This is an optimization exercise on Yosys and OpenROAD, whose aim is small area, a short achievable clock period and few clock cycles per item, not a production implementation.
The RTL was checked by simulation tests, not by an equivalence proof against the original design.
Power and IR drop assume default switching activity.

==> flow/design.v <==
package rpwl_pkg;
    localparam logic [1:0] MODE_LOAD   = 2'd0;
    localparam logic [1:0] MODE_COMMIT = 2'd1;
    localparam logic [1:0] MODE_READ   = 2'd2;
    localparam logic [1:0] MODE_CLEAR  = 2'd3;
    localparam logic [7:0] ERASED_BYTE = 8'hFF;
    typedef struct packed {
        logic [1:0] mode;
        logic [1:0] container_index;
        logic [3:0] byte_offset;
        logic [7:0] data_in;
    } cmd_t;
    typedef struct packed {
        logic [7:0] data_out;
        logic [2:0] page_slot;
        logic       last;
    } result_t;
endpackage
module rpwl_ram #(
    parameter int DEPTH = 512,
    parameter int AW    = 9
) (
    input  logic          clk,
    input  logic          we,
    input  logic [AW-1:0] waddr,
    input  logic [7:0]    wdata,
    input  logic          re,
    input  logic [AW-1:0] raddr,
    output logic [7:0]    rdata
);
    logic [7:0] mem [DEPTH];
    logic [7:0] rdata_reg;
    always_ff @(posedge clk)
    begin
        if (we)
        begin
            mem[waddr] <= wdata;
        end
        if (re)
        begin
            rdata_reg <= mem[raddr];
        end
    end
    assign rdata = rdata_reg;
endmodule
module rotating_page_wear_leveler #(
    parameter int PAGES               = 8,
    parameter int CONTAINERS_PER_PAGE = 4,
    parameter int CONTAINER_BYTES     = 16
) (
    input  logic              clk,
    input  logic              rst_n,
    input  logic              start,
    input  rpwl_pkg::cmd_t    cmd,
    output logic              busy,
    output logic              strobe,
    output rpwl_pkg::result_t result
);
    localparam int PW  = $clog2(PAGES);
    localparam int BIW = $clog2(CONTAINER_BYTES);
    localparam int CIW = $clog2(CONTAINERS_PER_PAGE);
    logic [7:0] page [CONTAINERS_PER_PAGE][CONTAINER_BYTES];
    logic [7:0] stg  [CONTAINER_BYTES];
    logic [CONTAINERS_PER_PAGE-1:0] cval_reg;
    logic [CONTAINER_BYTES-1:0]     sval_reg;
    logic [PW-1:0]                  tgt_reg;
    logic                           rd_reg;
    logic [BIW-1:0]                 cnt_reg;
    logic [CIW-1:0]                 ridx_reg;
    logic                           cp_reg;
    logic [CIW-1:0]                 cidx_reg;
    logic                           strobe_reg;
    rpwl_pkg::result_t              result_reg;
    logic           accept, acc_load, acc_commit, acc_read, acc_clear;
    logic [PW-1:0]  src_page;
    logic [7:0]     first_byte, stream_byte, rd_byte;
    logic [7:0]     stg_eff [CONTAINER_BYTES];
    assign accept     = start && !rd_reg;
    assign acc_load   = accept && (cmd.mode == rpwl_pkg::MODE_LOAD);
    assign acc_commit = accept && (cmd.mode == rpwl_pkg::MODE_COMMIT);
    assign acc_read   = accept && (cmd.mode == rpwl_pkg::MODE_READ);
    assign acc_clear  = accept && (cmd.mode == rpwl_pkg::MODE_CLEAR);
    assign src_page   = tgt_reg - PW'(1);
    always_comb
    begin
        for (int b = 0; b < CONTAINER_BYTES; b++)
        begin
            stg_eff[b] = sval_reg[b] ? stg[b] : 8'h00;
        end
    end
    always_comb
    begin
        if (cp_reg && (cidx_reg == cmd.container_index))
        begin
            first_byte = stg_eff[0];
        end
        else if (cval_reg[cmd.container_index])
        begin
            first_byte = page[cmd.container_index][0];
        end
        else
        begin
            first_byte = rpwl_pkg::ERASED_BYTE;
        end
    end
    assign stream_byte = cval_reg[ridx_reg] ? page[ridx_reg][cnt_reg] : rpwl_pkg::ERASED_BYTE;
    assign rd_byte     = rd_reg ? stream_byte : first_byte;
    always_ff @(posedge clk or negedge rst_n)
    begin
        if (!rst_n)
        begin
            cval_reg   <= '0;
            sval_reg   <= '0;
            tgt_reg    <= '0;
            rd_reg     <= 1'b0;
            cnt_reg    <= '0;
            ridx_reg   <= '0;
            cp_reg     <= 1'b0;
            cidx_reg   <= '0;
            strobe_reg <= 1'b0;
            result_reg <= '0;
        end
        else
        begin
            cp_reg     <= acc_commit;
            strobe_reg <= acc_commit || acc_read || rd_reg;
            if (acc_commit)
            begin
                cidx_reg   <= cmd.container_index;
                tgt_reg    <= tgt_reg + PW'(1);
                result_reg <= {8'h00, tgt_reg, 1'b1};
            end
            if (cp_reg)
            begin
                cval_reg[cidx_reg] <= 1'b1;
            end
            if (acc_clear)
            begin
                sval_reg <= '0;
            end
            if (acc_load)
            begin
                sval_reg[cmd.byte_offset] <= 1'b1;
            end
            if (acc_read)
            begin
                rd_reg     <= 1'b1;
                ridx_reg   <= cmd.container_index;
                cnt_reg    <= BIW'(1);
                sval_reg[0] <= 1'b1;
                result_reg <= {rd_byte, src_page, 1'b0};
            end
            if (rd_reg)
            begin
                cnt_reg    <= cnt_reg + BIW'(1);
                sval_reg[cnt_reg] <= 1'b1;
                result_reg <= {rd_byte, src_page, cnt_reg == BIW'(CONTAINER_BYTES - 1)};
                if (cnt_reg == BIW'(CONTAINER_BYTES - 1))
                begin
                    rd_reg <= 1'b0;
                end
            end
        end
    end
    always_ff @(posedge clk)
    begin
        if (cp_reg)
        begin
            for (int b = 0; b < CONTAINER_BYTES; b++)
            begin
                page[cidx_reg][b] <= stg_eff[b];
            end
        end
        if (acc_load)
        begin
            stg[cmd.byte_offset] <= cmd.data_in;
        end
        if (acc_read)
        begin
            stg[0] <= rd_byte;
        end
        if (rd_reg)
        begin
            stg[cnt_reg] <= rd_byte;
        end
    end
    assign busy   = rd_reg;
    assign strobe = strobe_reg;
    assign result = result_reg;
endmodule
==> flow/run.sh <==
#!/bin/bash
# synth_recipe.tcl (not shown) runs the flow's synth.tcl, then flattens the netlist and writes it again
# the make line also repeats each setting of config.mk as NAME=value (left out here)
make -C /OpenROAD-flow-scripts/flow DESIGN_CONFIG=/design/flow/config.mk WORK_HOME=/design/flow/orfs CLKGATE_MAP_FILE= SYNTH_SCRIPT=/design/flow/synth_recipe.tcl finish
==> flow/config.mk <==
export PLATFORM = sky130hd
export DESIGN_NAME = rotating_page_wear_leveler
export DESIGN_NICKNAME = rotating_page_wear_leveler
export VERILOG_FILES = /design/flow/design.v
export SDC_FILE = /design/flow/constraint.sdc
export NUM_CORES = 4
export LEC_CHECK = 0
export CAP_MARGIN = 20
export CORE_MARGIN = 2
export CORE_UTILIZATION = 40
export SLEW_MARGIN = 20
export SYNTH_MEMORY_MAX_BITS = 8192
==> flow/constraint.sdc <==
create_clock -name core_clock -period 8.0 [get_ports {clk}]
set_input_delay 1.6000 -clock core_clock [delete_from_list [all_inputs] [get_ports {clk}]]
set_output_delay 1.6000 -clock core_clock [all_outputs]
set_load 0.01 [all_outputs]
==> impl_metrics.py <==
metrics = {
    "outcome": {
        "outcome": "no timing/DRC/antenna violations",
    },
    "drt": {
        "ant_nets": 0,
        "vias_per_cell": 5.70,
        "avgRoutedWirePerCell_um": 26.9,
        "routed_wl_mm": 65.0,
        "dr_total_vias": 13800,
        "drtIter0Drc": 1542,
        "drc": 0,
        "dr.pass1.iters": 6,
    },
    "yosys": {
        "synth_compound_area_frac": 0.0401,
        "ys.flop_type": "edfxtp_1",
        "ys_seq_elements": 686,
        "synth_mux_area_frac": 0.129,
        "synth_commonest_cells": "edfxtp_1, and2_1, mux4_2",
        "synth_top_family_by_area": "multiplexers",
        "synth_edf_count": 640,
        "yosysUniqueCellTypes": 63,
        "avgSynthCellArea_sq_um": 19.1,
        "ys_seq_area_frac": 0.749,
        "yosys.area.top_type_share": 0.707,
        "netlist_top_cells_area": "edfxtp_1, mux4_2, dfrtp_1",
        "synth_adder_area_share": 0.00506,
        "synth-async-reset-ratio": 0.0671,
        "synth_nets": 1450,
        "synth_area_leader_cell": "edfxtp_1",
        "synth_warnings": 2,
        "synth_simple_gate_area_frac": 0.0588,
        "synth_most_common_cell": "edfxtp_1",
        "synth-xor-area-share": 0.00258,
        "syn_area_sq_um": 27200,
        "synthCells": 1420,
    },
    "layout": {
        "nNetsFinal": 1517,
        "drive_gt1_frac": 0.179,
        "largest_register_ffs": 512,
        "fin_area_sq_um": 30700,
        "area_delta_synth_final_pct": 12.9,
        "diodes": 0,
    },
    "run": {
        "max_cap_viol_count": 0,
    },
    "setup_path": {
        "slowest_delay_ps": 990,
        "arrival_ps": 4240,
        "cp_slowest_cell": "dfrtp_4",
        "crit_start": "cnt_reg[1]$_DFFE_PN0P_",
        "cp_cell_sequence": "buf_12, mux4_2, mux4_2, a2bb2oi_1, a32o_1, nand2_1, nand3_1",
        "critPathMaxFanout": 92,
        "cpMostUsedCell": "mux4_2",
        "rrSetupSlack_ps": 3910,
        "r2r-start": "cnt_reg[1]$_DFFE_PN0P_",
        "r2r-end": "stg[4][6]$_DFFE_PP_",
        "r2r_cells": 7,
        "crit_path_end_kind": "flop",
        "criticalPathCategory": "reg -> reg",
        "required_ps": 8150,
        "setup.worst_path.start_class": "flop",
    },
    "cts": {
        "cts_resized": 0,
        "cts_max_level": 3,
        "cts-buffers-inserted": 69,
        "cts_root_buf": "clkbuf_16",
        "cts_setup_buffers": 0,
        "cts_hold_buf": 0,
        "clk_pin_slew_ps": 60,
        "cts_tree": "done",
        "insertion_delay_ps": 610,
        "clk_path_buf_depth": 3,
        "cts_num_sinks": 686,
    },
    "grt": {
        "grt_overflow": 0,
        "antenna_found_initial": 2,
        "grt_use_total": 0.188,
        "grt_start_max_net_pins": 93,
        "grt_pass1_vias": 14000,
        "grt_first_pass_wirelength_mm": 95.4,
    },
    "worst_hold_path": {
        "hp-class": "reg -> reg",
        "hp-start": "cval_reg[2]$_DFFE_PN0P_",
        "hold_depth": 1,
        "whs_endpoint": "cval_reg[2]$_DFFE_PN0P_",
    },
    "timing": {
        "max_slew.worst_pin.slew_ps": 1170,
        "clock_skew_ps": 19.2,
        "rsz0062_at_grt": "no",
        "final-hold-violation-count": 0,
        "setup_violations": 0,
        "drv_slew": 0,
        "tns_ps": 0,
        "maxSlewHeadroom": 0.220,
        "period_share": 0.511,
        "holdWs_ps": 510,
        "fin_crit_ps": 4090,
        "fmax_mhz": 245,
        "setup_ws_ps": 3910,
    },
    "die": {
        "core_area_sq_um": 67300,
        "ios": 33,
        "dieArea_sq_um": 70100,
        "dieHeight_um": 265,
        "die_x_um": 265,
        "num_rows": 95,
        "initial_core_util": 0.404,
    },
    "placement": {
        "io_buffers": 32,
        "place_ws_ps": 3020,
        "dpl-instance-area_sq_um": 28500,
        "hpwl_mm": 42.2,
        "gp_congestion": 0.850,
    },
    "pwr": {
        "peakVddDrop_mv": 0.246,
        "cellLeakagePower_nw": 10.1,
        "power.density_nw_per_um2": 377,
        "p_total_mw": 11.6,
    },
}
## worst max path at each step
stage / endpoint / slack (ps) / cells past startpoint
after floorplan: cval_reg[1]$_DFFE_PN0P_ / 1500 / 3
after global placement: stg[8][0]$_DFFE_PP_ / 2920 / 5
after detailed placement: stg[15][1]$_DFFE_PP_ / 3020 / 6
after CTS: stg[4][1]$_DFFE_PP_ / 3640 / 6
after global routing: stg[5][4]$_DFFE_PP_ / 3630 / 8
final: stg[4][6]$_DFFE_PP_ / 3910 / 7
## metrics by stage
stage,std cells,utilization
global placement,2287,0.424
detailed placement,2288,0.424
floorplan,1420,-
global route,2413,0.456
finish,2413,0.456
CTS,2412,0.456
## cells by family (layout without fill, tap and decap cells)
group | after synthesis | after routing
DFF | 686 | 686
and+or+nand+nor | 298 | 298
muxes | 187 | 187
AOI/OAI and AO/OA | 148 | 148
buffers and inverters | 82 | 202
adders and majority gates | 11 | 11
xor gates and xnor gates | 8 | 8
## critical path: cells and delay by family (launching register included)
| family | cells | cell delay [ps] |
|---|---|---|
| AO/OA/AOI/OAI | 2 | 510 |
| AND/OR/NAND/NOR | 2 | 510 |
| flip-flops | 1 | 990 |
| multiplexers | 2 | 960 |
| buffers and inverters | 1 | 480 |
## area by class of cell
cell class,count,area (sq um)
fillers,5667,36600
flip-flops and latches,686,20400
multi-input cells,652,6460
clock buffers,93,1890
well taps,873,1090
repair buffers,59,531
clock inverters,31,275
inverters,19,71.3
## per-layer routing
metal	up-vias	routed length, um	track usage
li1	5867	-	-
met1	7278	28200	0.270
met2	525	31000	0.300
met3	89	4410	0.0327
met4	0	1340	0.0458
met5	-	0	0
## cell usage in the layout, fill, tap and decap left out, types with 9 or more instances in the layout
cell type	synthesis	final
clkinv_1	1	12
inv_1	16	16
edfxtp_1	640	640
a21oi_1	20	20
o21ai_0	21	21
buf_4	4	26
and2_1	132	132
nor2_1	46	44
nand3_1	23	23
a221oi_1	14	14
ha_1	11	11
dfrtp_1	46	44
mux4_2	126	126
clkbuf_16	0	71
nand2_1	54	54
a222oi_1	9	9
o21ai_1	10	10
mux2i_1	48	48
clkdlybuf4s50_1	0	31
clkbuf_1	23	19
## report_power, final
part           switching (mW)  internal, mW
clock                    1.33          1.80
combinational            2.04          1.25
sequential              0.406          4.76
total                    3.78          7.81
Testbench counts, summed over its fixed seeds: cycles 23,764, items 12,000.

## re-timing with driven ports
In the flow no input, the clock included, has a driving cell. The finished layout below was timed again as built, in two steps. Step 1 (the two cells are an assumption about what drives the block):
set clk [get_ports {clk}]
set_driving_cell -lib_cell sky130_fd_sc_hd__clkbuf_16 $clk
set_driving_cell -lib_cell sky130_fd_sc_hd__buf_2 [delete_from_list [all_inputs] $clk]
Step 2 moves the port delays by t, midway between the first and last clock arrival at a register: inputs arrive t later, outputs are due t later. That takes back most of the time a late clock gives input paths. Slacks: ideal / step 1 / step 2; pairs: ideal / step 1.
t (ns): 0.657
slack for setup (ns): 3.911 / 3.911 / 3.318
worst hold slack (ns): 0.510 / 0.510 / 0.510
worst setup path at the end: input to register
clock arrival spread, ns: 0.022 / 0.023
After both steps setup and hold are still met in this run. The setup slack of this run moves by 0.000 ns with the drivers and by -0.593 ns with both steps.
